Source: an optimization exercise on an open RTL-to-GDS flow (aim: a short achievable clock period). Production flows keep margins and buffers that such runs may drop. Where RTL was checked, it was by simulation tests only, not by an equivalence proof against the original. The RTL of runs 3 to 5 was laid out without a check of its function. Power figures rest on the tool's default switching activity, not on a simulated workload.

### flow/design.v
module branch_predictor #(
  parameter int ENTRIES = 16,
  parameter int INDEX_W = 4
) (
  input  logic        clk_i,
  input  logic        rst_i,
  input  logic [31:0] fetch_pc_i,
  output logic [31:0] next_pc_o,
  output logic        pred_taken_o,
  output logic [31:0] pred_target_o,
  input  logic        mem_stall_i,
  input  logic        upd_valid_i,
  input  logic [31:0] upd_pc_i,
  input  logic        upd_taken_i,
  input  logic [31:0] upd_target_i,
  input  logic        upd_pred_taken_i,
  input  logic [31:0] upd_pred_target_i,
  output logic        mispredict_o,
  output logic [31:0] redirect_pc_o,
  output logic [31:0] branch_cnt_o,
  output logic [31:0] mispred_cnt_o
);
  localparam int TAG_W = 30 - INDEX_W;
  typedef enum logic [1:0] {
    CTR_SN = 2'b00,
    CTR_WN = 2'b01,
    CTR_WT = 2'b10,
    CTR_ST = 2'b11
  } ctr_e;
  logic [ENTRIES-1:0]       valid_q;
  logic [ENTRIES-1:0][1:0]  ctr_q;
  logic [TAG_W-1:0]         tag_q    [ENTRIES];
  logic [31:0]              target_q [ENTRIES];
  logic [31:0] branch_cnt_q;
  logic [31:0] mispred_cnt_q;
  logic [INDEX_W-1:0] fetch_idx;
  logic [TAG_W-1:0]   fetch_tag;
  logic [ENTRIES-1:0] fetch_sv;    
  logic [ENTRIES-1:0] fetch_st;    
  logic [ENTRIES-1:0] fetch_nh;    
  logic [ENTRIES-1:0] fetch_nt;    
  logic [31:0]        fetch_tgt;
  assign fetch_idx = fetch_pc_i[INDEX_W+1:2];
  assign fetch_tag = fetch_pc_i[31:INDEX_W+2];
  always_comb begin
    fetch_tgt = '0;
    for (int i = 0; i < ENTRIES; i++) begin
      fetch_sv[i] = (fetch_idx == i[INDEX_W-1:0]) && valid_q[i];
      fetch_st[i] = (fetch_idx == i[INDEX_W-1:0]) && valid_q[i] && ctr_q[i][1];
      fetch_tgt   = fetch_tgt | ({32{fetch_idx == i[INDEX_W-1:0]}} & target_q[i]);
    end
  end
  for (genvar i = 0; i < ENTRIES; i++) begin : g_cmp
    logic [TAG_W-1:0] x;
    logic [6:0]       a;
    logic [2:0]       e;
    for (genvar b = 0; b < TAG_W; b++) begin : g_x
      bp_xnor2 u_x (.a(fetch_tag[b]), .b(tag_q[i][b]), .y(x[b]));
    end
    for (genvar j = 0; j < 6; j++) begin : g_a
      bp_nand4 u_a (.a(x[4*j]), .b(x[4*j+1]), .c(x[4*j+2]), .d(x[4*j+3]), .y(a[j]));
    end
    bp_nand2 u_a6 (.a(x[24]), .b(x[25]), .y(a[6]));
    bp_nor2  u_e0 (.a(a[0]), .b(a[1]), .y(e[0]));
    bp_nor2  u_e1 (.a(a[2]), .b(a[3]), .y(e[1]));
    bp_nor3  u_e2 (.a(a[4]), .b(a[5]), .c(a[6]), .y(e[2]));
    bp_nand4 u_nh (.a(e[0]), .b(e[1]), .c(e[2]), .d(fetch_sv[i]), .y(fetch_nh[i]));
    bp_nand4 u_nt (.a(e[0]), .b(e[1]), .c(e[2]), .d(fetch_st[i]), .y(fetch_nt[i]));
  end
  logic [3:0] hq, tq;
  logic [1:0] hr, tr;
  logic [3:0] hit_c, take_c;
  for (genvar j = 0; j < 4; j++) begin : g_q
    bp_nand4 u_hq (.a(fetch_nh[4*j]), .b(fetch_nh[4*j+1]), .c(fetch_nh[4*j+2]), .d(fetch_nh[4*j+3]), .y(hq[j]));
    bp_nand4 u_tq (.a(fetch_nt[4*j]), .b(fetch_nt[4*j+1]), .c(fetch_nt[4*j+2]), .d(fetch_nt[4*j+3]), .y(tq[j]));
  end
  for (genvar j = 0; j < 2; j++) begin : g_r
    bp_nor2 u_hr (.a(hq[2*j]), .b(hq[2*j+1]), .y(hr[j]));
    bp_nor2 u_tr (.a(tq[2*j]), .b(tq[2*j+1]), .y(tr[j]));
  end
  for (genvar c = 0; c < 4; c++) begin : g_c
    bp_nand2 u_hit  (.a(hr[0]), .b(hr[1]), .y(hit_c[c]));
    bp_nand2 u_take (.a(tr[0]), .b(tr[1]), .y(take_c[c]));
  end
  bp_nand2 u_taken (.a(tr[0]), .b(tr[1]), .y(pred_taken_o));
  logic [31:0] fetch_tgt_n, fetch_seq_n;
  bp_inc_n #(.W(30)) u_fetch_inc (.a_i(fetch_pc_i[31:2]), .yn_o(fetch_seq_n[31:2]));
  assign fetch_seq_n[1:0] = ~fetch_pc_i[1:0];
  assign fetch_tgt_n = ~fetch_tgt;
  for (genvar k = 0; k < 32; k++) begin : g_o
    bp_mux2i u_next (.s(take_c[k/8]), .a1(fetch_tgt_n[k]), .a0(fetch_seq_n[k]), .y(next_pc_o[k]));
    bp_and2  u_ptgt (.a(hit_c[k/8]), .b(fetch_tgt[k]), .y(pred_target_o[k]));
  end
  assign mispredict_o  = upd_valid_i &&
                         ((upd_taken_i != upd_pred_taken_i) ||
                          (upd_taken_i && (upd_target_i != upd_pred_target_i)));
  logic [31:0] upd_seq_n;
  logic [31:0] upd_target_n;
  bp_inc_n #(.W(30)) u_upd_inc (.a_i(upd_pc_i[31:2]), .yn_o(upd_seq_n[31:2]));
  assign upd_seq_n[1:0] = ~upd_pc_i[1:0];
  assign upd_target_n   = ~upd_target_i;
  for (genvar k = 0; k < 32; k++) begin : g_redirect
    bp_mux2i u_mux (.s(upd_taken_i), .a1(upd_target_n[k]), .a0(upd_seq_n[k]), .y(redirect_pc_o[k]));
  end
  logic [INDEX_W-1:0] upd_idx;
  logic [TAG_W-1:0]   upd_tag;
  logic               upd_hit;
  logic               upd_en;
  assign upd_idx = upd_pc_i[INDEX_W+1:2];
  assign upd_tag = upd_pc_i[31:INDEX_W+2];
  assign upd_hit = valid_q[upd_idx] && (tag_q[upd_idx] == upd_tag);
  assign upd_en  = upd_valid_i && !mem_stall_i;
  logic unused_pc_bits;
  assign unused_pc_bits = ^{fetch_pc_i[1:0], upd_pc_i[1:0]};
  always_ff @(posedge clk_i or posedge rst_i) begin
    if (rst_i) begin
      valid_q       <= '0;
      ctr_q         <= {ENTRIES{CTR_WN}};
      branch_cnt_q  <= '0;
      mispred_cnt_q <= '0;
    end else if (upd_en) begin
      branch_cnt_q <= branch_cnt_q + 32'd1;
      if (mispredict_o) begin
        mispred_cnt_q <= mispred_cnt_q + 32'd1;
      end
      if (upd_hit) begin
        if (upd_taken_i) begin
          if (ctr_q[upd_idx] != CTR_ST) ctr_q[upd_idx] <= ctr_q[upd_idx] + 2'd1;
        end else begin
          if (ctr_q[upd_idx] != CTR_SN) ctr_q[upd_idx] <= ctr_q[upd_idx] - 2'd1;
        end
      end else if (upd_taken_i) begin
        valid_q[upd_idx] <= 1'b1;
        ctr_q[upd_idx]   <= CTR_WT;
      end
    end
  end
  always_ff @(posedge clk_i) begin
    if (!rst_i && upd_en && upd_taken_i) begin
      target_q[upd_idx] <= upd_target_i;
      if (!upd_hit) begin
        tag_q[upd_idx] <= upd_tag;
      end
    end
  end
  assign branch_cnt_o  = branch_cnt_q;
  assign mispred_cnt_o = mispred_cnt_q;
endmodule
module bp_inc_n #(
  parameter int W = 30
) (
  input  logic [W-1:0] a_i,
  output logic [W-1:0] yn_o
);
  always_comb begin
    logic [W-1:0] p;
    p = a_i;
    for (int d = 1; d < W; d = 2 * d) begin
      for (int k = W - 1; k >= d; k--) p[k] = p[k] & p[k-d];
    end
    yn_o[0] = a_i[0];
    for (int k = 1; k < W; k++) yn_o[k] = !(a_i[k] ^ p[k-1]);
  end
endmodule
module bp_xnor2 (input logic a, input logic b, output logic y);
  assign y = !(a ^ b);
endmodule
module bp_nand2 (input logic a, input logic b, output logic y);
  assign y = !(a && b);
endmodule
module bp_nand4 (input logic a, input logic b, input logic c, input logic d, output logic y);
  assign y = !(a && b && c && d);
endmodule
module bp_nor2 (input logic a, input logic b, output logic y);
  assign y = !(a || b);
endmodule
module bp_nor3 (input logic a, input logic b, input logic c, output logic y);
  assign y = !(a || b || c);
endmodule
module bp_and2 (input logic a, input logic b, output logic y);
  assign y = a && b;
endmodule
module bp_mux2i (input logic s, input logic a1, input logic a0, output logic y);
  assign y = !(s ? a1 : a0);
endmodule
### flow/run.sh
#!/bin/bash
# synth_recipe.tcl (not shown) runs the flow's synth.tcl, then flattens the netlist and writes it again
# the make line also repeats each setting of config.mk as NAME=value (left out here)
make -C /OpenROAD-flow-scripts/flow DESIGN_CONFIG=/design/flow/config.mk WORK_HOME=/design/flow/orfs CLKGATE_MAP_FILE= SYNTH_SCRIPT=/design/flow/synth_recipe.tcl finish
### flow/config.mk
export PLATFORM = sky130hd
export DESIGN_NAME = branch_predictor
export DESIGN_NICKNAME = branch_predictor
export VERILOG_FILES = /design/flow/design.v
export SDC_FILE = /design/flow/constraint.sdc
export NUM_CORES = 4
export LEC_CHECK = 0
export ABC_CLOCK_PERIOD_IN_PS = 4000
export CAP_MARGIN = 20
export CORE_MARGIN = 2
export CORE_UTILIZATION = 40
export SETUP_SLACK_MARGIN = 2.0
export SLEW_MARGIN = 20
export SYNTH_HIERARCHICAL = 1
### flow/constraint.sdc
create_clock -name core_clock -period 7.0 [get_ports {clk_i}]
set_input_delay 1.4000 -clock core_clock [delete_from_list [all_inputs] [get_ports {clk_i}]]
set_output_delay 1.4000 -clock core_clock [all_outputs]
set_load 0.01 [all_outputs]
==> flow_metrics.env, run 1 <==
export IMPL_die_w_um=351.7
export IMPL_setup_tns_ns=0
export IMPL_drt_iter0_drc=4695
export IMPL_gp_congestion=0.9662
export IMPL_final_setup_viol_count=0
export IMPL_hp_class="reg -> reg"
export IMPL_critPathRequiredTime_ns=5.60
export IMPL_dpl_worst_slack_ns=0.04603
export IMPL_h_tree_depth=3
export IMPL_grt_use_total=0.2900
export IMPL_cts_hold_buf=0
export IMPL_grt_first_pass_wirelength_um=251800
export IMPL_synth_xor_area_frac=0.1080
export IMPL_syn_num_nets=3480
export IMPL_fin_worst_skew_ns=0.06893
export IMPL_synth_top_family_by_area="XOR/XNOR gates"
export IMPL_fmaxAchievable_mhz=195.0
export IMPL_cts_max_path_buffers=3
export IMPL_synth_mux_area_frac=0.07314
export IMPL_cts_made_buffers=110
export IMPL_syn_cell_area_sq_um=48350
export IMPL_drcViolationCount=0
export IMPL_multiInputGateArea_sq_um=18270
export IMPL_vias=33660
export IMPL_powerDensity_nw_per_um2=235.5
export IMPL_yosys_area_share_simple=0.09402
export IMPL_crit_start="fetch_pc_i[26]"
export IMPL_crit_arrival_ns=3.73
export IMPL_area_delta_synth_final_pct=26.40
export IMPL_maxCapViolations=0
export IMPL_cts_tree="done"
export IMPL_post_drt_wl_per_cell_um=32.27
export IMPL_clk_pin_slew_ns=0.06
export IMPL_synth_adder_area_share=0.002847
export IMPL_utilization=0.5094
export IMPL_slew_headroom=0.2323
export IMPL_syn_area_per_cell_sq_um=14.50
export IMPL_endpoint="next_pc_o[28]"
export IMPL_final_fill_count=10190
export IMPL_period_minus_slack_ns=5.128
export IMPL_p_leak_nw=21.18
export IMPL_design_core_area_sq_um=120000
export IMPL_rsz0062_at_grt="true"
export IMPL_clk_insertion_delay_late_ns=0.75
export IMPL_cts_sinks=1040
export IMPL_firstDrtPassIters=6
export IMPL_port_buffers=295
export IMPL_synth_distinct_cells=75
export IMPL_r2r_start="tag_q[14][6]$_DFFE_PP_"
export IMPL_antenna_left=0
export IMPL_rows=127
export IMPL_netlist_instances=3335
export IMPL_root_buffer="clkbuf_16"
export IMPL_startpoint_type="primary input"
export IMPL_yosys_warnings=8
export IMPL_grt_max_degree=65
export IMPL_synth_compound_area_frac=0.06656
export IMPL_layout_drive_gt1_share=0.2394
export IMPL_dp_hpwl_um=120600
export IMPL_viasPerCell=6.002
export IMPL_async_reset_ff_frac=0.1077
export IMPL_register_area_sq_um=30690
export IMPL_synth_edff_count=928
export IMPL_synth_ff_type="edfxtp_1"
export IMPL_fin_ws_ns=1.872
export IMPL_grt_pass1_vias=32870
export IMPL_overflow=0
export IMPL_r2r_end="tag_q[2][3]$_DFFE_PP_"
export IMPL_hold_viol=0
export IMPL_dieArea_sq_um=123700
export IMPL_layout_nets=4050
export IMPL_finalCritPeriodShare=0.7325
export IMPL_drt_wl_total_um=181000
export IMPL_cp_end_kind="output port"
export IMPL_dieHeight_um=351.7
export IMPL_ys_seq_area_frac=0.6348
export IMPL_crit_path_max_fanout=6
export IMPL_io_pin_count=296
export IMPL_critPathKind="in -> out"
export IMPL_worst_slew_pin_slew_ns=1.152
export IMPL_outcome="timing/DRC/antenna clean"
export IMPL_r2r_cells=9
export IMPL_finalMaxSlewViolations=0
export IMPL_reg2reg_slack_ns=2.70
export IMPL_peakVddDrop_uv=229.3
export IMPL_antenna_found_initial=11
export IMPL_start_util=0.4030
export IMPL_ys_ff_latch=1040
metal layers:
metal  global-route usage  vias up  part of all wire
met2               0.4336     2067              0.44
met5                    0        -           0.00061
li1                     -    13980                 -
met4               0.1220        8             0.043
met3              0.07268      341              0.11
met1               0.4027    17260              0.40
cell usage after synthesis (26+ instances only):
| library cell | instances | area, sq um |
|---|---|---|
| nor3_2 | 27 | 270.3 |
| dfrtp_1 | 96 | 2402 |
| o31ai_1 | 41 | 307.8 |
| clkbuf_1 | 78 | 292.8 |
| nor3_1 | 26 | 130.1 |
| nor2_1 | 108 | 405.4 |
| nand2_1 | 197 | 739.5 |
| a22oi_1 | 278 | 2087 |
| nand3_1 | 45 | 225.2 |
| mux4_2 | 88 | 1982 |
| inv_1 | 92 | 345.3 |
| xor2_1 | 86 | 753.2 |
| xnor2_1 | 510 | 4467 |
| mux2i_1 | 135 | 1351 |
| and3_1 | 32 | 200.2 |
| and2_1 | 60 | 375.4 |
| edfxtp_1 | 928 | 27870 |
| nand4_1 | 183 | 1145 |
Yosys stat by module (local to each module, per instance), a selection:
| module | flops+latches | area (sq um) |
|---|---|---|
| branch_predictor | 1040 | 41220 |
| bp_and2 | 0 | 6.256 |
| bp_nand4 | 0 | 6.256 |
| bp_xnor2 | 0 | 8.758 |
| bp_nor3 | 0 | 10.01 |
| bp_nor2 | 0 | 3.754 |
cell usage in the layout (no fill, tap or decap), types with 15 or more instances in the layout:
cell type        synthesis  routed
edfxtp_1               928     928
xnor2_1                510     454
a22oi_1                278     270
nand2_1                197     185
nand4_1                183     183
buf_4                   10     179
clkdlybuf4s50_1          0     155
mux2i_1                135     123
clkbuf_16                0     112
dfrtp_1                 96      96
mux4_2                  88      88
inv_1                   92      84
xor2_1                  86      80
nor2_4                   0      56
and2_1                  60      56
buf_12                   1      52
xnor2_2                  0      51
nand3_1                 45      45
buf_2                   13      43
o31ai_1                 41      41
buf_6                   11      41
nor2_1                 108      39
clkbuf_2                 2      34
clkinv_1                 0      33
and3_1                  32      30
nor3_2                  27      22
dlygate4sd2_1            0      20
o21ai_0                 18      18
mux2_2                  18      18
clkinv_2                 0      18
nor3_1                  26      17
or4_4                    0      16
clkbuf_1                78      16
dfstp_2                 16      16
nand2b_1                19      15
kinds of logic (layout without fill, tap and decap cells):
family / Yosys count / after routing
mux: 241 / 241
fa+ha+maj: 11 / 11
simple gates: 800 / 800
flops: 1040 / 1040
xor+xnor: 596 / 596
other cells: 0 / 2
buf+inv: 219 / 878
compound gates: 428 / 428
worst min-delay path by stage:
stage                    startpoint                    to  slack [ns]  cells after the start
2_1_floorplan  ctr_q[0]$_DFFE_PP1P_  ctr_q[0]$_DFFE_PP1P_        0.44                      2
3_3_place_gp   ctr_q[0]$_DFFE_PP1P_  ctr_q[0]$_DFFE_PP1P_        0.45                      2
3_5_place_dp   ctr_q[0]$_DFFE_PP1P_  ctr_q[0]$_DFFE_PP1P_        0.46                      2
4_1_cts        ctr_q[0]$_DFFE_PP1P_  ctr_q[0]$_DFFE_PP1P_        0.47                      2
5_1_grt        ctr_q[0]$_DFFE_PP1P_  ctr_q[0]$_DFFE_PP1P_        0.48                      2
6_report       ctr_q[0]$_DFFE_PP1P_  ctr_q[0]$_DFFE_PP1P_        0.46                      2
state kept, by name, indices dropped and copies added, names as in the netlist:
name and cells:
branch_cnt_q 32, ctr_q 32, mispred_cnt_q 32, tag_q 416, target_q 512, valid_q 16
where the power goes:
part	switching, W	internal (W)	leakage [nW]
Clock	0.00254	0.00330	1.73
Combinational	0.000916	0.000664	9.70
Sequential	0.000114	0.00686	9.75
Total	0.00357	0.0108	21.2
critical path: stages:
cell,delay [ns]
buf_12,0.11
buf_12,0.14
buf_12,0.15
xnor2_2,0.12
nand4_1,0.24
nor3_4,0.35
nand4_1,0.13
nand4_1,0.15
nor2_4,0.07
buf_12,0.16
nand2_8,0.14
buf_6,0.15
mux2i_4,0.26
buf_6,0.13
area by class of cell:
class | instances | area share
clock inverters | 75 | 0.01265
multi-input cells | 2076 | 0.2990
inverters | 93 | 0.005958
well taps | 1612 | 0.03300
diodes | 2 | 0.00008190
flip-flops and latches | 1040 | 0.5022
clock buffers | 126 | 0.04603
repair buffers | 584 | 0.1010
metrics by stage:
step / hold slack [ns] / cells / instance area (sq um) / total power (W)
finish: 0.4637 / 5608 / 61110 / 0.01439
global route: 0.4769 / 5606 / 61100 / 0.01476
CTS: 0.4667 / 5587 / 60770 / 0.01439
detailed placement: 0.4628 / 5319 / 54670 / 0.008477
global placement: 0.4530 / 5318 / 54640 / 0.008468
floorplan: 0.4424 / 3335 / 48360 / 0.007676
timing repair:
action,in CTS,in global routing
hold endpoints to repair,0,0
gates cloned,25,2
buffers inserted,42,15
resized for setup,694,158
endpoints found under the setup margin,444,398
pin swaps,77,57
==> run 2, diff against run 1 <==
--- a/flow/config.mk
+++ b/flow/config.mk
@@ -9,6 +9,6 @@
 export CAP_MARGIN = 20
 export CORE_MARGIN = 2
 export CORE_UTILIZATION = 40
-export SETUP_SLACK_MARGIN = 2.0
+export SETUP_SLACK_MARGIN = 3.0
 export SLEW_MARGIN = 20
 export SYNTH_HIERARCHICAL = 1
==> run 2 against run 1 <==
  * Clock-buffer cell count grew 11
  * Critical endpoint is now next_pc_o[30]
  * First-iteration DRC count grew 8.0%
  * Worst setup slack lost 0.029 ns
  * Global-route usage grew 1.3 points
  * Non-clock buffer count grew 228
  * Area after synthesis is the same
  * Total power grew 3.2%
  * Cell count grew 3.9%
  * Critical path type unchanged
  * Critical path depth is the same
  * Largest cell class unchanged
  * Via count grew 4.1%
==> flow_metrics.env, run 2 <==
export IMPL_async_reset_ff_frac=0.1077
export IMPL_drcViolationCount=0
export IMPL_ys_ff_latch=1040
export IMPL_clk_pin_slew_ns=0.06
export IMPL_area_delta_synth_final_pct=37.97
export IMPL_port_buffers=295
export IMPL_final_setup_viol_count=0
export IMPL_largest_register="target_q"
export IMPL_vias=35040
export IMPL_slew_headroom=0.2007
export IMPL_layout_nets=4276
export IMPL_final_fill_count=9518
export IMPL_layout_drive_gt1_share=0.3480
export IMPL_dieHeight_um=351.7
export IMPL_dp_hpwl_um=120100
export IMPL_use_met1=0.4020
export IMPL_cts_max_path_buffers=3
export IMPL_yosys_warnings=8
export IMPL_drt_iter0_drc=5069
export IMPL_hold_viol=0
export IMPL_crit_path_max_fanout=7
export IMPL_cp_slowest_cell="mux2i_4"
export IMPL_cp_end_kind="output port"
export IMPL_most_common_layout_cells="edfxtp_1 (928), xnor2_1 (438), a22oi_1 (260), buf_4 (247), nand4_1 (183)"
export IMPL_p_total_w=0.01485
export IMPL_h_tree_depth=3
export IMPL_fin_worst_skew_ns=0.03724
export IMPL_synth_distinct_cells=75
export IMPL_grtUsageMet2=0.4757
export IMPL_drt_wl_total_um=193100
export IMPL_cts_made_buffers=108
export IMPL_worst_slew_pin_slew_ns=1.196
export IMPL_syn_num_nets=3480
export IMPL_p_leak_nw=23.69
export IMPL_grt_pass1_vias=33820
export IMPL_clk_insertion_delay_late_ns=0.73
export IMPL_die_w_um=351.7
export IMPL_hold_worst_slack_ns=0.4729
export IMPL_antenna_found_initial=8
export IMPL_largestRegisters="target_q (512), tag_q (416)"
export IMPL_yosys_area_top_type="edfxtp_1"
export IMPL_setup_tns_ns=0
export IMPL_final_common_cell="edfxtp_1"
export IMPL_yosysMostFrequentCell="edfxtp_1"
export IMPL_largest_reg_flops=512
export IMPL_grt_max_degree=65
export IMPL_yosysTopAreaCellShare=0.5764
export IMPL_finalMaxSlewViolations=0
export IMPL_synth_edff_count=928
export IMPL_rows=127
export IMPL_use_met3=0.07553
export IMPL_finalCritPeriodShare=0.7367
export IMPL_syn_area_per_cell_sq_um=14.50
export IMPL_synth_common_cells="edfxtp_1 (928), xnor2_1 (510), a22oi_1 (278)"
export IMPL_crit_arrival_ns=3.76
export IMPL_syn_cell_area_sq_um=48350
export IMPL_cts_hold_buf=0
export IMPL_critPathKind="in -> out"
export IMPL_hp_class="reg -> reg"
export IMPL_ys_seq_area_frac=0.6348
export IMPL_netlist_instances=3335
export IMPL_overflow=0
export IMPL_rsz0062_at_grt="true"
export IMPL_outcome="timing/DRC/antenna clean"
export IMPL_cts_tree="done"
export IMPL_register_area_sq_um=30690
export IMPL_grt_first_pass_wirelength_um=262400
export IMPL_fmaxAchievable_mhz=193.9
export IMPL_peakVddDrop_uv=240.4
export IMPL_crit_path_cell_trace="buf_12 > buf_12 > xnor2_1 > nand4_1 > nor3_4 > buf_4 > nand4_1 > nand4_1 > nor2_4 > buf_12 > nand2_8 > buf_6 > mux2i_4 > buf_2"
export IMPL_critPathRequiredTime_ns=5.60
export IMPL_post_drt_wl_per_cell_um=33.12
export IMPL_crit_path_max_incr_delay_ns=0.28
export IMPL_start_util=0.4030
export IMPL_gp_congestion=0.9462
export IMPL_dieArea_sq_um=123700
export IMPL_yosys_top_cells_area="edfxtp_1 (58%), xnor2_1 (9.2%), dfrtp_1 (5.0%)"
export IMPL_powerDensity_nw_per_um2=222.6
export IMPL_startpoint_type="primary input"
export IMPL_top_usage_layer="met2"
export IMPL_grt_use_total=0.3027
export IMPL_synth_ff_type="edfxtp_1"
export IMPL_period_minus_slack_ns=5.157
export IMPL_firstDrtPassIters=7
export IMPL_root_buffer="clkbuf_16"
export IMPL_viasPerCell=6.012
export IMPL_design_core_area_sq_um=120000
export IMPL_io_pin_count=296
export IMPL_cts_sinks=1040
export IMPL_multiInputGateArea_sq_um=19980
export IMPL_antenna_left=0
export IMPL_maxCapViolations=0
## run 2: cells by family after synthesis
logic type,Yosys count,synth area share
buffers and inverters,219,0.02068
AND/OR/NAND/NOR,800,0.09402
XOR/XNOR,596,0.1080
AO/OA/AOI/OAI,428,0.06656
multiplexers,241,0.07314
adder cells (fa/ha/maj),11,0.002847
flip-flops,1040,0.6348
## run 2: final timing paths
path / cells after the start / startpoint / slack (ns) / endpoint
max in group asynchronous: 4 / rst_i / 4.41 / branch_cnt_q[30]$_DFFE_PP0P_
worst min-delay path: 2 / ctr_q[0]$_DFFE_PP1P_ / 0.47 / ctr_q[0]$_DFFE_PP1P_
min in group asynchronous: 3 / rst_i / 1.31 / ctr_q[11]$_DFFE_PP0P_
worst max-delay path: 14 / fetch_pc_i[28] / 1.84 / next_pc_o[30]
worst min register to register: 2 / ctr_q[0]$_DFFE_PP1P_ / 0.47 / ctr_q[0]$_DFFE_PP1P_
worst max register to register: 12 / tag_q[11][2]$_DFFE_PP_ / 3.49 / ctr_q[10]$_DFFE_PP1P_
## run 2: layout make-up
type / instances / area share
flip-flops and latches: 1040 / 0.4601
multi-input cells: 2076 / 0.2995
repair buffers: 812 / 0.1499
clock buffers: 137 / 0.04275
well taps: 1612 / 0.03024
clock inverters: 57 / 0.01227
inverters: 93 / 0.005290
diodes: 2 / 0.00007503
## run 2: repair_timing
action	4_1_cts	5_1_grt
setup buffers	207	52
setup endpoints to repair	590	573
cloned	64	19
resized for setup	1466	187
pin swaps	197	108
## run 2: report_power, final
group / switching, W / internal (W) / total, W / leakage, nW
Clock: 0.00253 / 0.00352 / 0.00605 / 1.78
Sequential: 0.000110 / 0.00686 / 0.00697 / 9.75
Combinational: 0.00101 / 0.000831 / 0.00184 / 12.2
## run 2: worst max-delay path: cells and delay by family
family / cells / cell delay, ns
buf+inv: 6 / 0.90
simple gates: 6 / 0.99
mux: 1 / 0.28
xor+xnor: 1 / 0.17
## run 2: stage by stage
stage	cell area (sq um)	setup slack, ns	instances	utilization
global route	66700	1.816	5828	0.5560
finish	66710	1.843	5829	0.5560
floorplan	49420	2.400	3335	-
CTS	65170	1.924	5756	0.5432
detailed placement	54880	0.6416	5291	0.4574
global placement	54860	0.6582	5290	0.4572
## run 2: metal layers
metal	wire length, um	vias to the layer above
met5	46	-
met4	9343	8
met3	22310	393
met2	88220	2270
met1	73140	17910
li1	-	14470
## run 2: Yosys stat by module (local to each module, per instance), excerpt
| module | flops+latches | area [sq um] | copies in the design |
|---|---|---|---|
| bp_nand2 | 0 | 3.754 | 25 |
| branch_predictor | 1040 | 41220 | 1 |
| bp_nor3 | 0 | 10.01 | 16 |
| bp_nor2 | 0 | 3.754 | 36 |
| bp_mux2i | 0 | 10.01 | 64 |
| bp_nand4 | 0 | 6.256 | 136 |
| bp_and2 | 0 | 6.256 | 32 |
| bp_xnor2 | 0 | 8.758 | 416 |
==> run 3, diff against run 2 <==
--- a/flow/design.v
+++ b/flow/design.v
@@ -40,6 +40,7 @@
   logic [ENTRIES-1:0] fetch_nh;    
   logic [ENTRIES-1:0] fetch_nt;    
   logic [31:0]        fetch_tgt;
+  logic [31:0]        fetch_seq;
   assign fetch_idx = fetch_pc_i[INDEX_W+1:2];
   assign fetch_tag = fetch_pc_i[31:INDEX_W+2];
   always_comb begin
@@ -83,10 +84,11 @@
     bp_nand2 u_take (.a(tr[0]), .b(tr[1]), .y(take_c[c]));
   end
   bp_nand2 u_taken (.a(tr[0]), .b(tr[1]), .y(pred_taken_o));
+  bp_inc #(.W(30)) u_fetch_inc (.a_i(fetch_pc_i[31:2]), .y_o(fetch_seq[31:2]));
+  assign fetch_seq[1:0] = fetch_pc_i[1:0];
   logic [31:0] fetch_tgt_n, fetch_seq_n;
-  bp_inc_n #(.W(30)) u_fetch_inc (.a_i(fetch_pc_i[31:2]), .yn_o(fetch_seq_n[31:2]));
-  assign fetch_seq_n[1:0] = ~fetch_pc_i[1:0];
   assign fetch_tgt_n = ~fetch_tgt;
+  assign fetch_seq_n = ~fetch_seq;
   for (genvar k = 0; k < 32; k++) begin : g_o
     bp_mux2i u_next (.s(take_c[k/8]), .a1(fetch_tgt_n[k]), .a0(fetch_seq_n[k]), .y(next_pc_o[k]));
     bp_and2  u_ptgt (.a(hit_c[k/8]), .b(fetch_tgt[k]), .y(pred_target_o[k]));
@@ -94,14 +96,10 @@
   assign mispredict_o  = upd_valid_i &&
                          ((upd_taken_i != upd_pred_taken_i) ||
                           (upd_taken_i && (upd_target_i != upd_pred_target_i)));
-  logic [31:0] upd_seq_n;
-  logic [31:0] upd_target_n;
-  bp_inc_n #(.W(30)) u_upd_inc (.a_i(upd_pc_i[31:2]), .yn_o(upd_seq_n[31:2]));
-  assign upd_seq_n[1:0] = ~upd_pc_i[1:0];
-  assign upd_target_n   = ~upd_target_i;
-  for (genvar k = 0; k < 32; k++) begin : g_redirect
-    bp_mux2i u_mux (.s(upd_taken_i), .a1(upd_target_n[k]), .a0(upd_seq_n[k]), .y(redirect_pc_o[k]));
-  end
+  logic [31:0] upd_seq;
+  bp_inc #(.W(30)) u_upd_inc (.a_i(upd_pc_i[31:2]), .y_o(upd_seq[31:2]));
+  assign upd_seq[1:0]  = upd_pc_i[1:0];
+  assign redirect_pc_o = upd_taken_i ? upd_target_i : upd_seq;
   logic [INDEX_W-1:0] upd_idx;
   logic [TAG_W-1:0]   upd_tag;
   logic               upd_hit;
@@ -146,11 +144,11 @@
   assign branch_cnt_o  = branch_cnt_q;
   assign mispred_cnt_o = mispred_cnt_q;
 endmodule
-module bp_inc_n #(
+module bp_inc #(
   parameter int W = 30
 ) (
   input  logic [W-1:0] a_i,
-  output logic [W-1:0] yn_o
+  output logic [W-1:0] y_o
 );
   always_comb begin
     logic [W-1:0] p;
@@ -158,8 +156,8 @@
     for (int d = 1; d < W; d = 2 * d) begin
       for (int k = W - 1; k >= d; k--) p[k] = p[k] & p[k-d];
     end
-    yn_o[0] = a_i[0];
-    for (int k = 1; k < W; k++) yn_o[k] = !(a_i[k] ^ p[k-1]);
+    y_o[0] = !a_i[0];
+    for (int k = 1; k < W; k++) y_o[k] = a_i[k] ^ p[k-1];
   end
 endmodule
 module bp_xnor2 (input logic a, input logic b, output logic y);
--- a/flow/config.mk
+++ b/flow/config.mk
@@ -9,6 +9,6 @@
 export CAP_MARGIN = 20
 export CORE_MARGIN = 2
 export CORE_UTILIZATION = 40
-export SETUP_SLACK_MARGIN = 3.0
+export SETUP_SLACK_MARGIN = 2.0
 export SLEW_MARGIN = 20
 export SYNTH_HIERARCHICAL = 1
==> run 3 against run 2 <==
  * Non-clock buffer count down 228
  * Largest cell class unchanged
  * Worst setup slack got worse by 0.022 ns
  * Still clean
  * Cell count shrank 4.4%
==> flow_metrics.env, run 3 <==
export IMPL_outcome="timing/DRC/antenna clean"
export IMPL_hold_end="mispred_cnt_q[31]$_DFFE_PP0P_"
export IMPL_finalCritPeriodShare=0.7399
export IMPL_worstHoldPathCells=1
export IMPL_p_total_w=0.01454
export IMPL_reg2reg_slack_ns=2.86
export IMPL_maxCapViolations=0
export IMPL_largest_reg_flops=512
export IMPL_vias=33590
export IMPL_drt_iter0_drc=4525
export IMPL_antenna_left=0
export IMPL_dieHeight_um=351.1
export IMPL_overflow=0
export IMPL_r2r_cells=9
export IMPL_port_buffers=295
export IMPL_fmaxAchievable_mhz=193.1
export IMPL_largestRegisters="target_q (512), tag_q (416)"
export IMPL_yosys_top_cells_area="edfxtp_1 (58%), xnor2_1 (9.3%), dfrtp_1 (5.0%)"
export IMPL_worst_path_buf_inv=5
export IMPL_final_cells=5572
export IMPL_rows=127
export IMPL_startpoint_type="primary input"
export IMPL_cts_tree="done"
export IMPL_hp_class="reg -> reg"
export IMPL_cts_max_path_buffers=3
export IMPL_async_reset_ff_frac=0.1077
export IMPL_cts_sinks=1040
export IMPL_hold_viol=0
export IMPL_p_leak_nw=21.23
export IMPL_clk_insertion_delay_late_ns=0.75
export IMPL_crit_arrival_ns=3.78
export IMPL_io_pin_count=296
export IMPL_drcViolationCount=0
export IMPL_h_tree_depth=3
export IMPL_syn_num_nets=3433
export IMPL_cts_hold_buf=0
export IMPL_syn_cell_area_sq_um=48180
export IMPL_cp_end_kind="output port"
export IMPL_crit_path_max_fanout=8
export IMPL_final_setup_viol_count=0
export IMPL_yosys_area_top_type="edfxtp_1"
export IMPL_cts_made_buffers=111
export IMPL_ys_seq_area_frac=0.6370
export IMPL_synth_ff_type="edfxtp_1"
export IMPL_design_area_sq_um=61270
export IMPL_antenna_found_initial=7
export IMPL_ys_ff_latch=1040
export IMPL_netlist_instances=3288
export IMPL_yosys_warnings=8
export IMPL_final_common_cell="edfxtp_1"
export IMPL_worst_slew_pin_slew_ns=1.131
export IMPL_min_from="mispred_cnt_q[31]$_DFFE_PP0P_"
export IMPL_critPathKind="in -> out"
export IMPL_yosysTopAreaCellShare=0.5784
export IMPL_rsz0062_at_grt="true"
export IMPL_r2r_start="tag_q[7][15]$_DFFE_PP_"
export IMPL_largest_register="target_q"
export IMPL_peakVddDrop_uv=201.6
export IMPL_synth_distinct_cells=76
export IMPL_place_area_sq_um=54670
export IMPL_layout_nets=4009
export IMPL_post_drt_wl_per_cell_um=32.43
export IMPL_grt_pass1_vias=32390
export IMPL_most_common_layout_cells="edfxtp_1 (928), xnor2_1 (483), a22oi_1 (269), buf_4 (195), nand4_1 (194)"
export IMPL_start_util=0.4027
export IMPL_cp_slowest_cell="nor3_4"
export IMPL_design_core_area_sq_um=119700
export IMPL_finalMaxSlewViolations=0
export IMPL_critPathTopFamily="simple AND/OR/NAND/NOR gates"
export IMPL_gp_congestion=0.9946
export IMPL_dieArea_sq_um=123200
export IMPL_layout_drive_gt1_share=0.2501
export IMPL_crit_path_cell_trace="buf_8 > buf_12 > buf_12 > xnor2_2 > nand4_1 > nor3_4 > nand4_1 > nand4_1 > nor2_4 > nand2_2 > buf_12 > mux2i_4 > buf_2"
export IMPL_clk_pin_slew_ns=0.06
export IMPL_drt_wl_total_um=180700
export IMPL_dp_cells=5263
export IMPL_viasPerCell=6.028
export IMPL_crit_path_max_incr_delay_ns=0.39
export IMPL_firstDrtPassIters=7
export IMPL_slew_headroom=0.2404
export IMPL_critPathRequiredTime_ns=5.60
export IMPL_grt_max_degree=60
export IMPL_yosysMostFrequentCell="edfxtp_1"
export IMPL_synth_edff_count=928
export IMPL_period_minus_slack_ns=5.179
export IMPL_grt_first_pass_wirelength_um=249900
export IMPL_utilization=0.5121
export IMPL_grt_use_total=0.2894
export IMPL_r2r_end="ctr_q[21]$_DFFE_PP0P_"
export IMPL_area_delta_synth_final_pct=27.16
export IMPL_root_buffer="clkbuf_16"
export IMPL_fin_worst_skew_ns=0.04963
export IMPL_dp_hpwl_um=117100
export IMPL_powerDensity_nw_per_um2=237.3
export IMPL_syn_area_per_cell_sq_um=14.65
export IMPL_setup_tns_ns=0
export IMPL_synth_common_cells="edfxtp_1 (928), xnor2_1 (513), a22oi_1 (272)"
export IMPL_die_w_um=351.1
-- run 3: changes by cell type after synthesis, moves of 11 or more --
cell,change
o31ai_1,-40
nand2_1,-11
nor3_2,-11
or4b_1,+11
mux4_2,+16
a22o_1,+11
mux2i_1,-65
mux2_2,+25
o21ai_0,-13
o2bb2ai_1,+13
nand4_1,+11
nor3_1,+31
-- run 3: where the power goes --
group | switching [W] | internal [W] | leakage, nW
sequential | 0.000123 | 0.00685 | 9.77
clock | 0.00257 | 0.00345 | 1.80
combinational | 0.000901 | 0.000651 | 9.66
total | 0.00359 | 0.0109 | 21.2
-- run 3: logic make-up after synthesis --
kind of cell	Yosys count	share of synthesized area
DFF	1040	0.6370
and+or+nand+nor	828	0.09725
xor gates and xnor gates	593	0.1078
AOI/OAI and AO/OA	378	0.05999
muxes	221	0.07539
buffers and inverters	217	0.01976
adders and majority gates	11	0.002857
-- run 3: cell type report --
cell class,instances,area [sq um]
inverters,95,359.1
diodes,2,5.005
clock buffers,131,2853
repair buffers,584,6090
flip-flops and latches,1040,30690
clock inverters,76,862.1
multi-input cells,2032,18390
fillers,10020,58380
well taps,1612,2017
-- run 3: worst max path at each step --
stage / slack, ns / end / depth (start not counted) / from
finish: 1.82 / next_pc_o[24] / 13 / fetch_pc_i[26]
global route: 1.78 / next_pc_o[24] / 13 / fetch_pc_i[26]
floorplan: 1.55 / tag_q[0][0]$_DFFE_PP_ / 11 / upd_pc_i[2]
global placement: 0.41 / next_pc_o[26] / 11 / fetch_pc_i[2]
CTS: 1.84 / redirect_pc_o[13] / 7 / upd_pc_i[9]
detailed placement: 0.39 / next_pc_o[24] / 11 / fetch_pc_i[2]
-- run 3: layer usage --
metal  part of all wire  vias to the layer above  global-route usage  wire length [um]
met1               0.39                    17120              0.3956             70290
met3               0.12                      402             0.07715             22020
met5            0.00019                        -                   0                34
met2               0.44                     2194              0.4367             80140
li1                   -                    13860                   -                 -
met4              0.046                        4              0.1208              8225
-- run 3: per-stage QoR --
stage | hold slack [ns] | setup WS, ns
2_1_floorplan | 0.4497 | 1.553
3_3_place_gp | 0.4607 | 0.4109
3_5_place_dp | 0.4682 | 0.3902
4_1_cts | 0.4767 | 1.842
5_1_grt | 0.4927 | 1.783
6_report | 0.4743 | 1.821
-- run 3: what timing repair did --
| item | CTS | global route |
|---|---|---|
| setup buffers | 61 | 15 |
| endpoints found under the setup margin | 141 | 113 |
| gates cloned | 22 | 2 |
| gates resized for setup | 740 | 142 |
| pin swaps | 107 | 54 |
-- run 3: per-module statistics from Yosys, one instance, submodules excluded, excerpt --
module,flip-flops and latches,cells,times used
bp_and2,0,1,32
bp_mux2i,0,1,32
bp_nand2,0,1,25
bp_nand4,0,1,136
bp_nor2,0,1,36
bp_nor3,0,1,16
bp_xnor2,0,1,416
branch_predictor,1040,2427,1
==> run 4, diff against run 3 <==
==> flow/design.v (replaced) <==
module branch_predictor #(
  parameter int ENTRIES = 16,
  parameter int INDEX_W = 4
) (
  input  logic        clk_i,
  input  logic        rst_i,
  input  logic [31:0] fetch_pc_i,
  output logic [31:0] next_pc_o,
  output logic        pred_taken_o,
  output logic [31:0] pred_target_o,
  input  logic        mem_stall_i,
  input  logic        upd_valid_i,
  input  logic [31:0] upd_pc_i,
  input  logic        upd_taken_i,
  input  logic [31:0] upd_target_i,
  input  logic        upd_pred_taken_i,
  input  logic [31:0] upd_pred_target_i,
  output logic        mispredict_o,
  output logic [31:0] redirect_pc_o,
  output logic [31:0] branch_cnt_o,
  output logic [31:0] mispred_cnt_o
);
  localparam int TAG_W = 30 - INDEX_W;
  typedef enum logic [1:0] {
    CTR_SN = 2'b00,
    CTR_WN = 2'b01,
    CTR_WT = 2'b10,
    CTR_ST = 2'b11
  } ctr_e;
  logic [ENTRIES-1:0]       valid_q;
  logic [ENTRIES-1:0][1:0]  ctr_q;
  logic [TAG_W-1:0]         tag_q    [ENTRIES];
  logic [31:0]              target_q [ENTRIES];
  logic [31:0] branch_cnt_q;
  logic [31:0] mispred_cnt_q;
  logic [INDEX_W-1:0] fetch_idx;
  logic [TAG_W-1:0]   fetch_tag;
  logic               fetch_hit;
  assign fetch_idx = fetch_pc_i[INDEX_W+1:2];
  assign fetch_tag = fetch_pc_i[31:INDEX_W+2];
  assign fetch_hit = valid_q[fetch_idx] && (tag_q[fetch_idx] == fetch_tag);
  assign pred_taken_o  = fetch_hit && ctr_q[fetch_idx][1];
  assign pred_target_o = fetch_hit ? target_q[fetch_idx] : 32'd0;
  assign next_pc_o     = pred_taken_o ? target_q[fetch_idx] : fetch_pc_i + 32'd4;
  assign mispredict_o  = upd_valid_i &&
                         ((upd_taken_i != upd_pred_taken_i) ||
                          (upd_taken_i && (upd_target_i != upd_pred_target_i)));
  assign redirect_pc_o = upd_taken_i ? upd_target_i : upd_pc_i + 32'd4;
  logic [INDEX_W-1:0] upd_idx;
  logic [TAG_W-1:0]   upd_tag;
  logic               upd_hit;
  logic               upd_en;
  assign upd_idx = upd_pc_i[INDEX_W+1:2];
  assign upd_tag = upd_pc_i[31:INDEX_W+2];
  assign upd_hit = valid_q[upd_idx] && (tag_q[upd_idx] == upd_tag);
  assign upd_en  = upd_valid_i && !mem_stall_i;
  logic unused_pc_bits;
  assign unused_pc_bits = ^{fetch_pc_i[1:0], upd_pc_i[1:0]};
  always_ff @(posedge clk_i or posedge rst_i) begin
    if (rst_i) begin
      valid_q       <= '0;
      ctr_q         <= {ENTRIES{CTR_WN}};
      branch_cnt_q  <= '0;
      mispred_cnt_q <= '0;
    end else if (upd_en) begin
      branch_cnt_q <= branch_cnt_q + 32'd1;
      if (mispredict_o) begin
        mispred_cnt_q <= mispred_cnt_q + 32'd1;
      end
      if (upd_hit) begin
        if (upd_taken_i) begin
          if (ctr_q[upd_idx] != CTR_ST) ctr_q[upd_idx] <= ctr_q[upd_idx] + 2'd1;
        end else begin
          if (ctr_q[upd_idx] != CTR_SN) ctr_q[upd_idx] <= ctr_q[upd_idx] - 2'd1;
        end
      end else if (upd_taken_i) begin
        valid_q[upd_idx] <= 1'b1;
        ctr_q[upd_idx]   <= CTR_WT;
      end
    end
  end
  always_ff @(posedge clk_i) begin
    if (!rst_i && upd_en && upd_taken_i) begin
      target_q[upd_idx] <= upd_target_i;
      if (!upd_hit) begin
        tag_q[upd_idx] <= upd_tag;
      end
    end
  end
  assign branch_cnt_o  = branch_cnt_q;
  assign mispred_cnt_o = mispred_cnt_q;
endmodule
--- a/flow/config.mk
+++ b/flow/config.mk
@@ -11,4 +11,3 @@
 export CORE_UTILIZATION = 40
 export SETUP_SLACK_MARGIN = 2.0
 export SLEW_MARGIN = 20
-export SYNTH_HIERARCHICAL = 1
==> run 4 against run 3 <==
  * Via count is 12% lower
  * Global-route usage is 3.2 points lower
  * Synthesized cell count is 19% lower
  * Clock power is 4.5% lower
  * Largest cell class unchanged
  * Highest routed layer unchanged
==> flow_metrics.env, run 4 <==
export IMPL_maxCapViolations=0
export IMPL_fmaxAchievable_mhz=156.7
export IMPL_critPathTopFamily="multiplexers"
export IMPL_ys_ff_latch=1040
export IMPL_start_util=0.4038
export IMPL_cts_sinks=1040
export IMPL_clk_pin_slew_ns=0.06
export IMPL_post_drt_wl_per_cell_um=33.14
export IMPL_worst_slew_pin_slew_ns=1.094
export IMPL_p_leak_nw=20.34
export IMPL_drt_iter0_drc=3763
export IMPL_antenna_found_initial=7
export IMPL_io_pin_count=296
export IMPL_hp_class="reg -> reg"
export IMPL_yosys_warnings=1
export IMPL_final_fill_count=9602
export IMPL_cts_made_buffers=110
export IMPL_crit_path_max_fanout=9
export IMPL_critPathKind="in -> out"
export IMPL_layout_nets=3304
export IMPL_cp_slowest_cell="mux4_2"
export IMPL_grt_pass1_vias=29700
export IMPL_port_buffers=295
export IMPL_layout_drive_gt1_share=0.3361
export IMPL_multiInputGateArea_sq_um=16980
export IMPL_vias=29420
export IMPL_yosys_area_top_type="edfxtp_1"
export IMPL_startpoint_type="primary input"
export IMPL_largest_register="target_q"
export IMPL_syn_num_nets=2808
export IMPL_h_tree_depth=3
export IMPL_firstDrtPassIters=6
export IMPL_overflow=0
export IMPL_synth_ff_type="edfxtp_1"
export IMPL_final_common_cell="edfxtp_1"
export IMPL_design_area_sq_um=58870
export IMPL_root_buffer="clkbuf_16"
export IMPL_area_delta_synth_final_pct=23.30
export IMPL_hold_viol=0
export IMPL_register_area_sq_um=30690
export IMPL_crit_arrival_ns=4.98
export IMPL_slew_headroom=0.2691
export IMPL_outcome="timing/DRC/antenna clean"
export IMPL_fin_worst_skew_ns=0.03482
export IMPL_cts_tree="done"
export IMPL_cp_end_kind="output port"
export IMPL_powerDensity_nw_per_um2=241.2
export IMPL_rows=126
export IMPL_rsz0062_at_grt="true"
export IMPL_finalMaxSlewViolations=0
export IMPL_largestRegisters="target_q (512), tag_q (416)"
export IMPL_yosys_top_cells_area="edfxtp_1 (58%), mux4_2 (16%), dfrtp_1 (5.0%)"
export IMPL_grt_first_pass_wirelength_um=222800
export IMPL_synth_edff_count=928
export IMPL_synth_distinct_cells=76
export IMPL_grt_max_degree=65
export IMPL_dp_hpwl_um=102500
export IMPL_die_w_um=349.5
export IMPL_design_core_area_sq_um=118200
export IMPL_dieArea_sq_um=122100
export IMPL_cts_hold_buf=0
export IMPL_yosysTopAreaCellShare=0.5837
export IMPL_drcViolationCount=0
export IMPL_place_area_sq_um=53370
export IMPL_finalCritPeriodShare=0.9118
export IMPL_crit_path_max_incr_delay_ns=0.55
export IMPL_viasPerCell=6.140
export IMPL_grt_use_total=0.2569
export IMPL_peakVddDrop_uv=207.3
export IMPL_syn_area_per_cell_sq_um=17.92
export IMPL_netlist_instances=2664
export IMPL_async_reset_ff_frac=0.1077
export IMPL_ys_seq_area_frac=0.6428
export IMPL_drt_wl_total_um=158800
export IMPL_most_common_layout_cells="edfxtp_1 (928), mux4_2 (344), buf_4 (179), clkdlybuf4s50_1 (162), mux2i_1 (134)"
export IMPL_p_total_w=0.01420
export IMPL_gp_congestion=0.9376
export IMPL_syn_cell_area_sq_um=47740
export IMPL_largest_reg_flops=512
export IMPL_synth_common_cells="edfxtp_1 (928), mux4_2 (344), mux2i_1 (141)"
export IMPL_clk_insertion_delay_late_ns=0.72
export IMPL_period_minus_slack_ns=6.383
export IMPL_worst_path_buf_inv=7
export IMPL_final_setup_viol_count=0
export IMPL_antenna_left=0
export IMPL_dieHeight_um=349.5
export IMPL_cts_max_path_buffers=3
export IMPL_yosysMostFrequentCell="edfxtp_1"
export IMPL_crit_path_cell_trace="buf_16 > buf_6 > mux4_2 > mux4_2 > xor2_1 > nor4_2 > nand4_1 > nor3_4 > buf_12 > and2_4 > buf_12 > buf_16 > buf_8 > mux2_4 > buf_6"
export IMPL_critPathRequiredTime_ns=5.60
==> run 4: layout make-up <==
type,instances,area share
Sequential cell,1040,0.5214
Multi-Input combinational cell,1447,0.2885
Timing Repair Buffer,543,0.09637
Clock buffer,143,0.04972
Tap cell,1536,0.03265
Clock inverter,64,0.01016
Inverter,18,0.001190
Antenna cell,1,0.00004251
==> run 4: worst register-to-register path, cell delays in order, from the launching register on <==
cell      delay, ns
edfxtp_1       0.38
mux4_1         0.50
mux2i_1        0.53
nor2_1         0.10
or3_1          0.41
o21ai_2        0.16
and4_1         0.35
nand4_2        0.31
nand3_2        0.33
nor2_4         0.04
buf_4          0.34
==> run 4: per-stage QoR <==
stage	std cells	util	setup TNS (ns)	setup slack [ns]	hold slack, ns
after global placement	4485	0.4514	0	0.03467	0.4612
after CTS	4777	0.4947	0	0.6575	0.4784
final	4792	0.4979	0	0.6173	0.4782
after global routing	4791	0.4978	0	0.4985	0.4916
after detailed placement	4485	0.4514	-4.143	-0.1706	0.4677
after floorplan	2664	-	0	1.538	0.4477
==> run 4: routing by layer <==
| metal | part of all wire | wire length (um) | GRT usage |
|---|---|---|---|
| met3 | 0.096 | 15240 | 0.05629 |
| met5 | 0.00047 | 74 | 0 |
| met2 | 0.47 | 75220 | 0.4114 |
| met4 | 0.044 | 6983 | 0.1034 |
| met1 | 0.39 | 61280 | 0.3420 |
==> run 4: repair_timing <==
action / in CTS / in global routing
gates resized for setup: 537 / 130
setup endpoints to repair: 453 / 527
buffers inserted: 76 / 13
pin swaps: 36 / 18
gates cloned: 9 / 0
==> run 4: kinds of logic (layout without fill, tap and decap cells) <==
family                     after synthesis  count (layout)  synth area share
adders and majority gates               10              10          0.002621
muxes                                  580             580            0.2186
xor gates and xnor gates               198             198           0.03632
and+or+nand+nor                        478             478           0.05173
DFF                                   1040            1040            0.6428
AOI/OAI and AO/OA                      181             181           0.02723
buffers and inverters                  177             768           0.02065
other                                    0               1                 0
==> run 4: final timing paths <==
check                                              startpoint                             to  slack (ns)  cells past startpoint
worst max-delay path                            fetch_pc_i[2]                  next_pc_o[14]        0.62                     15
worst min-delay path            mispred_cnt_q[31]$_DFFE_PP0P_  mispred_cnt_q[31]$_DFFE_PP0P_        0.48                      1
worst max register to register         tag_q[1][17]$_DFFE_PP_          tag_q[6][0]$_DFFE_PP_        3.18                     10
worst min register to register  mispred_cnt_q[31]$_DFFE_PP0P_  mispred_cnt_q[31]$_DFFE_PP0P_        0.48                      1
max in group asynchronous                               rst_i   branch_cnt_q[20]$_DFFE_PP0P_        4.42                      3
min in group asynchronous                               rst_i         valid_q[3]$_DFFE_PP0P_        1.33                      2
==> run 4: power breakdown <==
group / switching, W / total, W / internal [W]
Sequential: 0.0000871 / 0.00694 / 0.00686
Combinational: 0.000847 / 0.00151 / 0.000664
Clock: 0.00246 / 0.00574 / 0.00328
Total: 0.00340 / 0.0142 / 0.0108
==> run 5, diff against run 4 <==
--- a/flow/design.v
+++ b/flow/design.v
@@ -35,13 +35,28 @@
   logic [31:0] mispred_cnt_q;
   logic [INDEX_W-1:0] fetch_idx;
   logic [TAG_W-1:0]   fetch_tag;
+  logic [ENTRIES-1:0] fetch_dec;
+  logic [ENTRIES-1:0] fetch_eq;
+  logic [ENTRIES-1:0] fetch_pt;
   logic               fetch_hit;
+  logic [31:0]        fetch_tgt;
+  logic [31:0]        fetch_seq;
   assign fetch_idx = fetch_pc_i[INDEX_W+1:2];
   assign fetch_tag = fetch_pc_i[31:INDEX_W+2];
-  assign fetch_hit = valid_q[fetch_idx] && (tag_q[fetch_idx] == fetch_tag);
-  assign pred_taken_o  = fetch_hit && ctr_q[fetch_idx][1];
-  assign pred_target_o = fetch_hit ? target_q[fetch_idx] : 32'd0;
-  assign next_pc_o     = pred_taken_o ? target_q[fetch_idx] : fetch_pc_i + 32'd4;
+  always_comb begin
+    fetch_tgt = '0;
+    for (int i = 0; i < ENTRIES; i++) begin
+      fetch_dec[i] = (fetch_idx == i[INDEX_W-1:0]);
+      fetch_eq[i]  = (tag_q[i] == fetch_tag);
+      fetch_pt[i]  = ctr_q[i][1];
+      fetch_tgt    = fetch_tgt | ({32{fetch_dec[i]}} & target_q[i]);
+    end
+  end
+  assign fetch_hit     = |(fetch_dec & valid_q & fetch_eq);
+  assign pred_taken_o  = |(fetch_dec & valid_q & fetch_eq & fetch_pt);
+  assign pred_target_o = fetch_hit ? fetch_tgt : 32'd0;
+  assign fetch_seq     = {fetch_pc_i[31:2] + 30'd1, fetch_pc_i[1:0]};
+  assign next_pc_o     = pred_taken_o ? fetch_tgt : fetch_seq;
   assign mispredict_o  = upd_valid_i &&
                          ((upd_taken_i != upd_pred_taken_i) ||
                           (upd_taken_i && (upd_target_i != upd_pred_target_i)));
==> run 5 against run 4 <==
  * Still clean
  * Combinational power rose by 7%
  * Worst setup slack improved by 0.81 ns
  * Utilization rose by 1.2 points
  * Worst hold slack got worse by 0.015 ns
  * Largest cell class unchanged
  * Largest power group unchanged
  * Highest routed layer unchanged
==> flow_metrics.env, run 5 <==
export IMPL_synth_mux_area_frac=0.07335
export IMPL_cts_max_path_buffers=3
export IMPL_netlist_instances=3266
export IMPL_fin_worst_skew_ns=0.09125
export IMPL_largestRegisters="target_q (512), tag_q (416)"
export IMPL_synth_distinct_cells=71
export IMPL_p_sw_frac=0.2569
export IMPL_cts_made_buffers=108
export IMPL_peakVddDrop_uv=210.7
export IMPL_grt_max_degree=71
export IMPL_cp_end_kind="output port"
export IMPL_use_met1=0.4280
export IMPL_layout_nets=3978
export IMPL_syn_area_per_cell_sq_um=14.59
export IMPL_largest_register="target_q"
export IMPL_clk_pin_slew_ns=0.06
export IMPL_synth_adder_area_share=0.003413
export IMPL_grtUsageMet2=0.4574
export IMPL_ys_seq_area_frac=0.6440
export IMPL_syn_cell_area_sq_um=47660
export IMPL_synth_xor_area_frac=0.1088
export IMPL_hold_worst_slack_ns=0.4635
export IMPL_hp_class="reg -> reg"
export IMPL_crit_arrival_ns=4.17
export IMPL_drt_wl_total_um=190000
export IMPL_cts_sinks=1040
export IMPL_yosys_area_top_type="edfxtp_1"
export IMPL_cts_tree="done"
export IMPL_firstDrtPassIters=6
export IMPL_dp_hpwl_um=128500
export IMPL_synth_edff_count=928
export IMPL_grt_first_pass_wirelength_um=259400
export IMPL_design_core_area_sq_um=118100
export IMPL_power_frac_clock=0.391
export IMPL_outcome="timing/DRC/antenna clean"
export IMPL_post_drt_wl_per_cell_um=34.80
export IMPL_place_area_sq_um=53850
export IMPL_combinationalPowerShare=0.114
export IMPL_dieHeight_um=349.2
export IMPL_cts_hold_buf=0
export IMPL_largest_reg_flops=512
export IMPL_gp_congestion=1.025
export IMPL_async_reset_ff_frac=0.1077
export IMPL_synth_compound_area_frac=0.06409
export IMPL_p_leak_nw=20.62
export IMPL_io_pin_count=296
export IMPL_grt_pass1_vias=32040
export IMPL_final_cells=5461
export IMPL_drcViolationCount=0
export IMPL_synth_common_cells="edfxtp_1 (928), xnor2_1 (447), a22oi_1 (171)"
export IMPL_dp_cells=5130
export IMPL_p_int_w=0.01056
export IMPL_maxCapViolations=0
export IMPL_root_buffer="clkbuf_16"
export IMPL_crit_path_max_fanout=4
export IMPL_synth_top_family_by_area="XOR/XNOR gates"
export IMPL_h_tree_depth=3
export IMPL_finalMaxSlewViolations=0
export IMPL_hold_viol=0
export IMPL_yosys_top_cells_area="edfxtp_1 (58%), xnor2_1 (8.2%), mux4_2 (5.3%)"
export IMPL_final_setup_viol_count=0
export IMPL_area_delta_synth_final_pct=26.20
export IMPL_yosys_area_share_simple=0.08436
export IMPL_yosysTopAreaCellShare=0.5847
export IMPL_viasPerCell=6.222
export IMPL_finalCritPeriodShare=0.7960
export IMPL_ys_ff_latch=1040
export IMPL_critPathKind="in -> out"
export IMPL_final_common_cell="edfxtp_1"
export IMPL_critPathRequiredTime_ns=5.60
export IMPL_slew_headroom=0.2782
export IMPL_rsz0062_at_grt="true"
export IMPL_port_buffers=295
export IMPL_rows=126
export IMPL_most_common_layout_cells="edfxtp_1 (928), xnor2_1 (394), buf_4 (241), a22oi_1 (171), nand4_1 (153)"
export IMPL_yosys_warnings=1
export IMPL_antenna_found_initial=10
export IMPL_drt_iter0_drc=5415
export IMPL_start_util=0.4036
export IMPL_layout_drive_gt1_share=0.2585
export IMPL_fmaxAchievable_mhz=179.5
export IMPL_top_usage_layer="met2"
export IMPL_dieArea_sq_um=121900
export IMPL_vias=33980
export IMPL_yosysMostFrequentCell="edfxtp_1"
export IMPL_design_area_sq_um=60150
export IMPL_clk_insertion_delay_late_ns=0.77
export IMPL_use_met3=0.08596
export IMPL_grt_use_total=0.3061
export IMPL_synth_ff_type="edfxtp_1"
export IMPL_syn_num_nets=3413
export IMPL_period_minus_slack_ns=5.572
export IMPL_antenna_left=0
export IMPL_worst_slew_pin_slew_ns=1.080
export IMPL_power_frac_seq=0.496
export IMPL_powerDensity_nw_per_um2=236.2
export IMPL_power_switching_w=0.003650
export IMPL_startpoint_type="primary input"
export IMPL_overflow=0
export IMPL_die_w_um=349.2
==> run 5: cell types whose count changed in the layout (fill, tap and decap cells not counted), sizes merged, moves of 41 or more <==
| cell | previous run | this run |
|---|---|---|
| a221oi | 8 | 54 |
| a22o | 7 | 53 |
| a22oi | 24 | 172 |
| buf | 336 | 443 |
| mux2 | 82 | 24 |
| mux2i | 141 | 68 |
| mux4 | 357 | 113 |
| nand3 | 72 | 113 |
| nand4 | 33 | 153 |
| nor2 | 71 | 148 |
| nor4 | 19 | 60 |
| xnor2 | 121 | 447 |
| xor2 | 77 | 145 |
==> run 5: final cells by class <==
cell class / count / area (sq um)
repair buffers: 647 / 6292
fillers: 9870 / 57940
flip-flops and latches: 1040 / 30690
clock inverters: 61 / 514.2
multi-input cells: 1994 / 17670
clock buffers: 140 / 2873
inverters: 40 / 175.2
diodes: 3 / 7.507
well taps: 1536 / 1922
==> run 5: cell families (layout without fill, tap and decap cells) <==
| family | after synthesis | count (layout) |
|---|---|---|
| muxes | 205 | 205 |
| other | 0 | 3 |
| buffers and inverters | 235 | 888 |
| DFF | 1040 | 1040 |
| xor gates and xnor gates | 592 | 592 |
| adders and majority gates | 13 | 13 |
| and+or+nand+nor | 780 | 783 |
| AOI/OAI and AO/OA | 401 | 401 |
==> run 5: power by group through the flow <==
stage	combinational, W	sequential (W)	clock [W]
finish	0.00161	0.00704	0.00555
global route	0.00167	0.00704	0.00582
CTS	0.00157	0.00703	0.00559
detailed placement	0.00146	0.00715	0
global placement	0.00146	0.00715	0
floorplan	0.000690	0.00710	0
==> run 5: critical path, stage by stage <==
cell and delay (ns):
buf_6 0.12, inv_4 0.06, ha_4 0.14, nor3b_4 0.26, nand4_1 0.20, nor4_2 0.34, and4_1 0.29, nand2_1 0.09
and4_1 0.19, nand4_1 0.16, nor4_4 0.06, buf_12 0.15, buf_12 0.13, buf_16 0.14, mux2i_4 0.29, buf_6 0.15
==> run 5: worst paths after layout <==
kind                       cells past startpoint  slack (ns)                   start                      end
max in group asynchronous                      3        4.09                   rst_i     ctr_q[7]$_DFFE_PP0P_
hold reg to reg                                2        0.46    ctr_q[6]$_DFFE_PP1P_     ctr_q[6]$_DFFE_PP1P_
hold / removal                                 2        0.46    ctr_q[6]$_DFFE_PP1P_     ctr_q[6]$_DFFE_PP1P_
min in group asynchronous                      2        1.71                   rst_i  valid_q[15]$_DFFE_PP0P_
setup reg to reg                              10        2.85  tag_q[11][0]$_DFFE_PP_   tag_q[2][18]$_DFFE_PP_
setup / recovery                              16        1.43           fetch_pc_i[3]             next_pc_o[2]
==> run 5: per-layer routing <==
layer  share of wire  up-vias
met1            0.39    17400
met2            0.44     2481
li1                -    13730
met5         0.00097        -
met4           0.036        6
met3            0.13      359
==> run 5: per-stage QoR <==
| stage | setup slack [ns] | setup TNS, ns | util | power [W] |
|---|---|---|---|---|
| floorplan | 1.615 | 0 | - | 0.007786 |
| global placement | -0.01167 | -0.01167 | 0.4560 | 0.008611 |
| detailed placement | 0.05572 | 0 | 0.4560 | 0.008614 |
| CTS | 1.494 | 0 | 0.5061 | 0.01419 |
| global route | 1.338 | 0 | 0.5093 | 0.01454 |
| finish | 1.428 | 0 | 0.5094 | 0.01421 |
==> run 5: what timing repair did <==
item,in CTS,in global routing
pin swaps,93,26
gates resized for setup,833,94
endpoints found under the setup margin,520,482
hold endpoints to repair,0,0
gates cloned,13,1
setup buffers,97,15

[afterwards: timing with drivers on the ports]
No port has a modelled driver above. Below, the same layouts with a new extraction and two added sets of constraints.
Step 1 (the two cells are an assumption about what drives the block):
set clk [get_ports {clk_i}]
set_driving_cell -lib_cell sky130_fd_sc_hd__clkbuf_16 $clk
set_driving_cell -lib_cell sky130_fd_sc_hd__buf_2 [delete_from_list [all_inputs] $clk]
Step 2 times the ports against the registers' clock, not the clock port: input delays grow and output delays shrink by t, the midpoint of the rising clock arrivals with the driver on.
a / b / c = no drivers / after step 1 / after step 2; a / b = the first two.
run | t, ns | setup WS [ns] | worst setup path after step 2 | slew at the worst register clock pin (ns)
run 1 | 0.801 | 1.872 / 1.819 / 1.121 | input to register | 0.07 / 0.07
run 2 | 0.792 | 1.843 / 1.797 / 1.690 | input to register | 0.07 / 0.07
run 3 | 0.800 | 1.821 / 1.777 / 1.194 | input to register | 0.07 / 0.07
run 4 | 0.771 | 0.617 / 0.429 / 0.429 | input to output | 0.07 / 0.07
run 5 | 0.796 | 1.428 / 1.298 / 1.147 | input to register | 0.07 / 0.07
After both steps setup and hold are still met in every run listed. For run 1, which loses most, drivers alone change the setup slack by -0.053 ns; drivers and shift together by -0.751 ns.
